Background: an optimization exercise with open tools, aiming at small area, a short achievable clock period and few clock cycles per item. Do not read the settings as production practice.
The RTL was checked by simulation tests, not by an equivalence proof against the original design.
Power is estimated from default activity; no workload was simulated.

--- design/flow/config.mk ---
export PLATFORM = sky130hd
export DESIGN_NAME = argb_pixel_blend_unit
export DESIGN_NICKNAME = argb_pixel_blend_unit
export VERILOG_FILES = /design/flow/design.v
export SDC_FILE = /design/flow/constraint.sdc
export NUM_CORES = 4
export LEC_CHECK = 0
export CAP_MARGIN = 20
export CORE_MARGIN = 2
export CORE_UTILIZATION = 40
export SLEW_MARGIN = 20
--- design/flow/constraint.sdc ---
create_clock -name core_clock -period 5.5 [get_ports {clk_i}]
set_input_delay 1.1000 -clock core_clock [delete_from_list [all_inputs] [get_ports {clk_i}]]
set_output_delay 1.1000 -clock core_clock [all_outputs]
set_load 0.01 [all_outputs]
--- design/flow/design.v ---
package abp_pkg;
  localparam int unsigned PixW   = 32;
  localparam int unsigned ChanW  = 8;
  localparam int unsigned NumCol = 3;
  localparam int unsigned ProdW  = 2 * ChanW;
  localparam int unsigned CfgIdxW = 2;
  localparam logic [ChanW-1:0] ChanMax = {ChanW{1'b1}};
  typedef enum logic [2:0] {
    MODE_COPY    = 3'd0,
    MODE_INV_SRC = 3'd1,
    MODE_INV_DST = 3'd2,
    MODE_SRC_A   = 3'd3,
    MODE_DST_A   = 3'd4,
    MODE_ADD     = 3'd5,
    MODE_SUB     = 3'd6,
    MODE_CONST_A = 3'd7
  } blend_mode_e;
  localparam logic [CfgIdxW-1:0] REG_BLEND_MODE    = 2'd0;
  localparam logic [CfgIdxW-1:0] REG_CONST_ALPHA   = 2'd1;
  localparam logic [CfgIdxW-1:0] REG_SOURCE_SELECT = 2'd2;
  localparam logic [CfgIdxW-1:0] REG_FILL_COLOR    = 2'd3;
  localparam logic [ChanW-1:0] ConstAlphaRst = 8'hFF;
  typedef struct packed {
    blend_mode_e      mode;
    logic [ChanW-1:0] const_alpha;
    logic             source_select;
    logic [PixW-1:0]  fill_color;
  } cfg_t;
  typedef struct packed {
    blend_mode_e      mode;
    logic [PixW-1:0]  src;
    logic [PixW-1:0]  dst;
    logic [ChanW-1:0] alpha;
  } op_t;
  typedef struct packed {
    logic                          is_blend;
    logic [NumCol-1:0][ProdW-1:0]  prod_s;
    logic [NumCol-1:0][ProdW-1:0]  prod_d;
    logic [PixW-1:0]               direct;
  } mix_t;
  function automatic logic [ChanW-1:0] add_sat(input logic [ChanW-1:0] s,
                                               input logic [ChanW-1:0] d);
    logic [ChanW:0] sum;
    sum = {1'b0, s} + {1'b0, d};
    add_sat = sum[ChanW] ? ChanMax : sum[ChanW-1:0];
  endfunction
  function automatic logic [ChanW-1:0] sub_sat(input logic [ChanW-1:0] s,
                                               input logic [ChanW-1:0] d);
    sub_sat = (d > s) ? (d - s) : '0;
  endfunction
endpackage
module abp_cfg_regs (
  input  logic                          clk_i,
  input  logic                          rst_ni,
  input  logic                          cfg_valid_i,
  output logic                          cfg_ready_o,
  input  logic [abp_pkg::CfgIdxW-1:0]   cfg_index_i,
  input  logic [abp_pkg::PixW-1:0]      cfg_data_i,
  output abp_pkg::cfg_t                 cfg_o
);
  abp_pkg::cfg_t cfg_q;
  assign cfg_ready_o = 1'b1;
  always_ff @(posedge clk_i or negedge rst_ni) begin
    if (!rst_ni) begin
      cfg_q.mode          <= abp_pkg::MODE_COPY;
      cfg_q.const_alpha   <= abp_pkg::ConstAlphaRst;
      cfg_q.source_select <= 1'b0;
      cfg_q.fill_color    <= '0;
    end else if (cfg_valid_i) begin
      case (cfg_index_i)
        abp_pkg::REG_BLEND_MODE:    cfg_q.mode          <= abp_pkg::blend_mode_e'(cfg_data_i[2:0]);
        abp_pkg::REG_CONST_ALPHA:   cfg_q.const_alpha   <= cfg_data_i[abp_pkg::ChanW-1:0];
        abp_pkg::REG_SOURCE_SELECT: cfg_q.source_select <= cfg_data_i[0];
        abp_pkg::REG_FILL_COLOR:    cfg_q.fill_color    <= cfg_data_i;
        default: ;
      endcase
    end
  end
  assign cfg_o = cfg_q;
endmodule
module abp_operand_stage (
  input  logic                      clk_i,
  input  logic                      rst_ni,
  input  logic                      valid_i,
  input  logic [abp_pkg::PixW-1:0]  src_i,
  input  logic [abp_pkg::PixW-1:0]  dst_i,
  input  abp_pkg::cfg_t             cfg_i,
  output logic                      valid_o,
  output abp_pkg::op_t              op_o
);
  logic valid_q;
  abp_pkg::op_t  op_d, op_q;
  always_comb begin
    op_d.mode = cfg_i.mode;
    op_d.src  = cfg_i.source_select ? cfg_i.fill_color : src_i;
    op_d.dst  = dst_i;
    case (cfg_i.mode)
      abp_pkg::MODE_SRC_A: op_d.alpha = op_d.src[abp_pkg::PixW-1 -: abp_pkg::ChanW];
      abp_pkg::MODE_DST_A: op_d.alpha = dst_i[abp_pkg::PixW-1 -: abp_pkg::ChanW];
      default:    op_d.alpha = cfg_i.const_alpha;
    endcase
  end
  always_ff @(posedge clk_i or negedge rst_ni) begin
    if (!rst_ni) begin
      valid_q <= 1'b0;
    end else begin
      valid_q <= valid_i;
    end
  end
  always_ff @(posedge clk_i) begin
    if (valid_i) begin
      op_q <= op_d;
    end
  end
  assign valid_o = valid_q;
  assign op_o    = op_q;
endmodule
module abp_mix_stage (
  input  logic          clk_i,
  input  logic          rst_ni,
  input  logic          valid_i,
  input  abp_pkg::op_t  op_i,
  output logic          valid_o,
  output abp_pkg::mix_t mix_o
);
  logic             valid_q;
  abp_pkg::mix_t             mix_d, mix_q;
  logic [abp_pkg::ChanW-1:0] inv_alpha;
  logic [abp_pkg::ChanW-1:0] s_ch, d_ch;
  assign inv_alpha = abp_pkg::ChanMax - op_i.alpha;
  always_comb begin
    mix_d.is_blend = (op_i.mode == abp_pkg::MODE_SRC_A) || (op_i.mode == abp_pkg::MODE_DST_A) ||
                     (op_i.mode == abp_pkg::MODE_CONST_A);
    mix_d.direct   = '0;
    for (int c = 0; c < abp_pkg::NumCol; c++) begin
      s_ch = op_i.src[c*abp_pkg::ChanW +: abp_pkg::ChanW];
      d_ch = op_i.dst[c*abp_pkg::ChanW +: abp_pkg::ChanW];
      mix_d.prod_s[c] = {{abp_pkg::ChanW{1'b0}}, s_ch} * {{abp_pkg::ChanW{1'b0}}, op_i.alpha};
      mix_d.prod_d[c] = {{abp_pkg::ChanW{1'b0}}, d_ch} * {{abp_pkg::ChanW{1'b0}}, inv_alpha};
      case (op_i.mode)
        abp_pkg::MODE_ADD: mix_d.direct[c*abp_pkg::ChanW +: abp_pkg::ChanW] = abp_pkg::add_sat(s_ch, d_ch);
        abp_pkg::MODE_SUB: mix_d.direct[c*abp_pkg::ChanW +: abp_pkg::ChanW] = abp_pkg::sub_sat(s_ch, d_ch);
        default:  ;
      endcase
    end
    case (op_i.mode)
      abp_pkg::MODE_COPY:    mix_d.direct = op_i.src;
      abp_pkg::MODE_INV_SRC: mix_d.direct = ~op_i.src;
      abp_pkg::MODE_INV_DST: mix_d.direct = ~op_i.dst;
      default:      ;
    endcase
  end
  always_ff @(posedge clk_i or negedge rst_ni) begin
    if (!rst_ni) begin
      valid_q <= 1'b0;
    end else begin
      valid_q <= valid_i;
    end
  end
  always_ff @(posedge clk_i) begin
    if (valid_i) begin
      mix_q <= mix_d;
    end
  end
  assign valid_o = valid_q;
  assign mix_o   = mix_q;
endmodule
module abp_out_stage (
  input  logic                      clk_i,
  input  logic                      rst_ni,
  input  logic                      valid_i,
  input  abp_pkg::mix_t             mix_i,
  output logic                      valid_o,
  output logic [abp_pkg::PixW-1:0]  pixel_o
);
  logic            valid_q;
  logic [abp_pkg::PixW-1:0] pixel_d, pixel_q;
  logic [abp_pkg::ProdW:0]  sum;
  always_comb begin
    pixel_d = '0;
    for (int c = 0; c < abp_pkg::NumCol; c++) begin
      sum = {1'b0, mix_i.prod_s[c]} + {1'b0, mix_i.prod_d[c]};
      pixel_d[c*abp_pkg::ChanW +: abp_pkg::ChanW] = sum[abp_pkg::ProdW-1:abp_pkg::ChanW];
    end
    if (!mix_i.is_blend) begin
      pixel_d = mix_i.direct;
    end
  end
  always_ff @(posedge clk_i or negedge rst_ni) begin
    if (!rst_ni) begin
      valid_q <= 1'b0;
    end else begin
      valid_q <= valid_i;
    end
  end
  always_ff @(posedge clk_i) begin
    if (valid_i) begin
      pixel_q <= pixel_d;
    end
  end
  assign valid_o = valid_q;
  assign pixel_o = pixel_q;
endmodule
module argb_pixel_blend_unit (
  input  logic                         clk_i,
  input  logic                         rst_ni,
  input  logic                         start_i,
  output logic                         busy_o,
  input  logic [abp_pkg::PixW-1:0]     src_pixel_i,
  input  logic [abp_pkg::PixW-1:0]     dst_pixel_i,
  output logic                         done_o,
  output logic [abp_pkg::PixW-1:0]     out_pixel_o,
  input  logic                         cfg_valid_i,
  output logic                         cfg_ready_o,
  input  logic [abp_pkg::CfgIdxW-1:0]  cfg_index_i,
  input  logic [abp_pkg::PixW-1:0]     cfg_data_i
);
  abp_pkg::cfg_t cfg;
  abp_pkg::op_t  op;
  abp_pkg::mix_t mix;
  logic req_acc;
  logic op_valid, mix_valid;
  assign busy_o  = 1'b0;
  assign req_acc = start_i && !busy_o;
  abp_cfg_regs u_cfg (
    .clk_i       (clk_i),
    .rst_ni      (rst_ni),
    .cfg_valid_i (cfg_valid_i),
    .cfg_ready_o (cfg_ready_o),
    .cfg_index_i (cfg_index_i),
    .cfg_data_i  (cfg_data_i),
    .cfg_o       (cfg)
  );
  abp_operand_stage u_operand (
    .clk_i   (clk_i),
    .rst_ni  (rst_ni),
    .valid_i (req_acc),
    .src_i   (src_pixel_i),
    .dst_i   (dst_pixel_i),
    .cfg_i   (cfg),
    .valid_o (op_valid),
    .op_o    (op)
  );
  abp_mix_stage u_mix (
    .clk_i   (clk_i),
    .rst_ni  (rst_ni),
    .valid_i (op_valid),
    .op_i    (op),
    .valid_o (mix_valid),
    .mix_o   (mix)
  );
  abp_out_stage u_out (
    .clk_i   (clk_i),
    .rst_ni  (rst_ni),
    .valid_i (mix_valid),
    .mix_i   (mix),
    .valid_o (done_o),
    .pixel_o (out_pixel_o)
  );
endmodule
--- design/flow/run.sh ---
#!/bin/bash
# synth_recipe.tcl (not shown) runs the flow's synth.tcl, then flattens the netlist and writes it again
# the make line also repeats each setting of config.mk as NAME=value (left out here)
make -C /OpenROAD-flow-scripts/flow DESIGN_CONFIG=/design/flow/config.mk WORK_HOME=/design/flow/orfs CLKGATE_MAP_FILE= SYNTH_SCRIPT=/design/flow/synth_recipe.tcl finish
==> run summary <==
## final timing paths
kind,to,cells past startpoint
setup / recovery,u_mix.mix_q[47]$_DFFE_PP_,14
hold / removal,u_cfg.cfg_q[13]$_DFFE_PN0P_,1
setup reg to reg,u_mix.mix_q[47]$_DFFE_PP_,14
hold reg to reg,u_cfg.cfg_q[13]$_DFFE_PN0P_,1
max in group asynchronous,u_mix.valid_q$_DFF_PN0_,2
min in group asynchronous,u_cfg.cfg_q[8]$_DFFE_PN0P_,2
## power breakdown
| part | total (uW) | internal, uW | leakage, uW | switching, uW |
|---|---|---|---|---|
| combinational | 12800 | 5770 | 0.0101 | 6990 |
| clock | 2350 | 1410 | 0.000554 | 935 |
| sequential | 4100 | 3640 | 0.00287 | 461 |
## kinds of logic after synthesis
| group | synth area share, % |
|---|---|
| compound gates | 9.161 |
| xor+xnor | 3.040 |
| fa+ha+maj | 30.87 |
| buf+inv | 6.682 |
| flops | 30.87 |
| mux | 5.099 |
| other cells | 0.02803 |
| simple gates | 14.24 |
## sequential cells by signal, summed over array words and instances, names as in the netlist
signal,cells
u_cfg.cfg_q,44
u_mix.mix_q,129
u_mix.valid_q,1
u_operand.op_q,75
u_operand.valid_q,1
u_out.pixel_q,32
u_out.valid_q,1
## synthesized netlist by cell type (all sizes together), types with 10 or more instances
| cell type | number | area share [%] |
|---|---|---|
| a21o | 28 | 0.80 |
| a21oi | 118 | 2.2 |
| a22oi | 11 | 0.31 |
| a2bb2oi | 14 | 0.46 |
| a31oi | 16 | 0.40 |
| and2 | 153 | 3.6 |
| and3 | 14 | 0.35 |
| buf | 19 | 0.34 |
| clkbuf | 81 | 1.1 |
| dfrtp | 39 | 3.6 |
| edfxtp | 236 | 26 |
| fa | 222 | 17 |
| ha | 306 | 14 |
| inv | 367 | 5.1 |
| mux2 | 92 | 3.9 |
| mux2i | 33 | 1.2 |
| nand2 | 89 | 1.2 |
| nand2b | 66 | 1.5 |
| nand3 | 23 | 0.43 |
| nand4 | 12 | 0.28 |
| nor2 | 149 | 2.1 |
| nor2b | 140 | 3.3 |
| nor3 | 27 | 0.50 |
| nor3b | 11 | 0.31 |
| o21a | 19 | 0.53 |
| o21ai | 63 | 1.2 |
| o22ai | 12 | 0.28 |
| o31ai | 16 | 0.49 |
| or2 | 10 | 0.23 |
| or3 | 12 | 0.28 |
| xnor2 | 77 | 2.5 |
| xor2 | 16 | 0.52 |
## metrics by stage
stage	worst slack (ps)	hold WS (ps)	power, uW
detailed placement	506.5	486.6	16870
floorplan	836.1	444.6	13570
global route	253.9	516.5	21190
finish	426.1	498.5	19210
CTS	478.2	502.2	19350
global placement	599.7	482.6	16610
## routing by layer
metal | share of wire, % | routed length, microns | up-vias | track usage (%)
met2 | 45 | 30240 | 503 | 31.06
met3 | 5.9 | 4010 | 106 | 3.364
li1 | - | - | 8889 | -
met4 | 2.9 | 1960 | 4 | 6.595
met1 | 46 | 31470 | 9433 | 27.39
met5 | 0.040 | 27 | - | 0
## final cells by class
type                            instances  area (sq um)  area share (%)
Antenna cell                            1         2.502        0.008244
Timing Repair Buffer                  179          1722           5.672
Inverter                              372          1396           4.600
Clock buffer                           42         902.1           2.972
Sequential cell                       283          8278           27.27
Clock inverter                         18         239.0          0.7873
Multi-Input combinational cell       1831         16730           55.13
Tap cell                              864          1081           3.562
## worst reg2reg max path, delay by kind of cell, from the launching register on
| family | cells | cell delay, ps |
|---|---|---|
| flops | 1 | 940 |
| simple gates | 2 | 500 |
| buf+inv | 2 | 350 |
| fa+ha+maj | 5 | 2200 |
| xor+xnor | 1 | 140 |
| compound gates | 4 | 700 |
==> metrics.yaml <==
critical_path:
  critPathMaxFanout: 20
  timing.critical_path.mode_cell: "sky130_fd_sc_hd__fa_1"
  timing.critical_path.buf_inv: 2
  setup.worst_path.end_class: "flip-flop"
  timing_worst_setup_path_type: "flip-flop to flip-flop"
  cpPeakStageDelay_ps: 940
  worst_ep_required_time_ps: 5780
  crit_slowest_cell: "sky130_fd_sc_hd__edfxtp_1"
  startpoint: "u_operand.op_q[7]$_DFFE_PP_"
  crit_path_cell_trace: "buf_4, nand2b_1, fa_1, fa_1, fa_1, fa_1, inv_1, ha_1, or3_1, o21ai_0, a21oi_1, a211oi_1, a21oi_1, xnor2_1"
  setup.reg_to_reg.worst_slack_ps: 430
  reg2reg_from: "u_operand.op_q[7]$_DFFE_PP_"
  timing.critical_path.max_delay_family: "adder cells"
  worstSetupStartpointType: "flip-flop"
  worst-endpoint-arrival_ps: 5350
clock_network:
  clock-root-buffer: "sky130_fd_sc_hd__clkbuf_16"
  postCtsSetupBuffers: 0
  worst_skew_pair.late_latency_ps: 550
  tritoncts_num_sinks: 283
  cts_tree: "built"
  cts.clk_slew.worst_paths_ps: 60
  cts_repair_resize_count: 0
  clock_path_buffers: 3
  cts-hold-fix-buffers: 0
  h-tree-depth: 2
  numCtsBuffers: 35
sta:
  worst_slew_pin_slew_ps: 1092
  setup_total_negative_slack_ps: 0
  report.final.hold_viol_count: 0
  max_transition_margin_pct: 26.73
  finalSetupViolCount: 0
  post-route-period-util_pct: 92.25
  rsz_0062_raised_after_global_routing: "no"
  fmaxAchievable_ghz: 0.1971
  timing.final.crit_period_ps: 5074
  maxSlewViolCount: 0
  fin_worst_skew_ps: 25.51
final_layout:
  final-instance-count-excl-fill: 3590
  finalNetCount: 3332
  areaGrowthSynthToFinish_pct: 13.28
  postLayoutCellArea_sq_um: 30350
  final_layout_size_suffix_gt1_share_pct: 8.587
  mostFrequentLayoutCell: "sky130_fd_sc_hd__inv_1"
  nFillCells: 6194
  most-common-layout-cells: "366 x sky130_fd_sc_hd__inv_1, 306 x sky130_fd_sc_hd__ha_1, 236 x sky130_fd_sc_hd__edfxtp_1, 222 x sky130_fd_sc_hd__fa_1, 153 x sky130_fd_sc_hd__and2_1"
  finish.utilization_pct: 45.92
detailed_routing:
  drt_first_pass_iters: 5
  antenna_violating_nets_post_route: 0
  vias_per_cell: 5.274
  drtIter0Drc: 1161
  num_vias: 18940
  routedWlPerCell_microns: 18.86
  drt-total-wl_microns: 67700
  post-route-drc-count: 0
place:
  gp_congestion: 0.8638
  placement.io_buffers: 134
  numPlacedInstances: 3528
  place.detailed.hpwl_microns: 51490
  place_area_sq_um: 29190
floorplanning:
  starting_density_of_the_core_pct: 40.54
  design.core.area_sq_um: 66100
  num_rows: 94
  chip_height_microns: 262.8
  die_area_sq_um: 69070
  ios: 137
  die_outline_width_microns: 262.8
synthesis:
  syn-cell-area_sq_um: 26800
  synth-warning-count: 4
  dominantRegCellSynth: "sky130_fd_sc_hd__edfxtp_1"
  syn-instance-count: 2586
  syn_nets: 3216
  avgSynthCellArea_sq_um: 10.36
  async_sr_flop_fraction_pct: 16.61
  synth_edf_count: 236
  synth-seq-area-share_pct: 30.87
  post_synthesis_cell_type_count: 70
  synth_seq_cells: 283
pwr:
  p_per_area_nw_per_um2: 632.8
  p_leak_uw: 0.01357
  worst_ir_drop_vdd_uv: 375.1
global_route:
  grt_pass1_vias: 19590
  grt-ovfl-total: 0
  wire_length_of_the_first_global_routing_pass_microns: 107300
  groute.usage.overall_pct: 19.67
  grt_max_degree: 67
  antenna_found_initial: 8
run:
  drv.max_cap_violation_count: 0
worst_hold_path:
  worstHoldPathType: "flip-flop to flip-flop"
  min-delay-start: "u_cfg.cfg_q[13]$_DFFE_PN0P_"
run_status:
  status: "no timing/DRC/antenna violations"
Testbench counts, summed over its fixed seeds: cycles 16,959, items 16,026.

-- static timing again, ports no longer ideal --
The results above use ideal ports. As a check the final layout listed here was re-extracted and re-timed, cells and wires unchanged. Step 1 assumes that a clkbuf_16 drives the clock port and a buf_2 every other input. Step 2 also shifts input and output timing later by t, the mid clock arrival at the registers, as if the neighbouring blocks saw the same clock. Slacks: ideal ports / drivers / drivers and shift; pairs: ideal ports / drivers.
t, ns: 0.596
setup WS [ns]: 0.426 / 0.426 / 0.426
latest minus earliest clock arrival (ns): 0.026 / 0.026
slew at the worst register clock pin (ns): 0.06 / 0.06
worst slew at a driven data input, ns: 0.08
After both steps this run still meets setup and hold. The setup slack of this run moves by 0.000 ns with the drivers and by 0.000 ns with both steps.
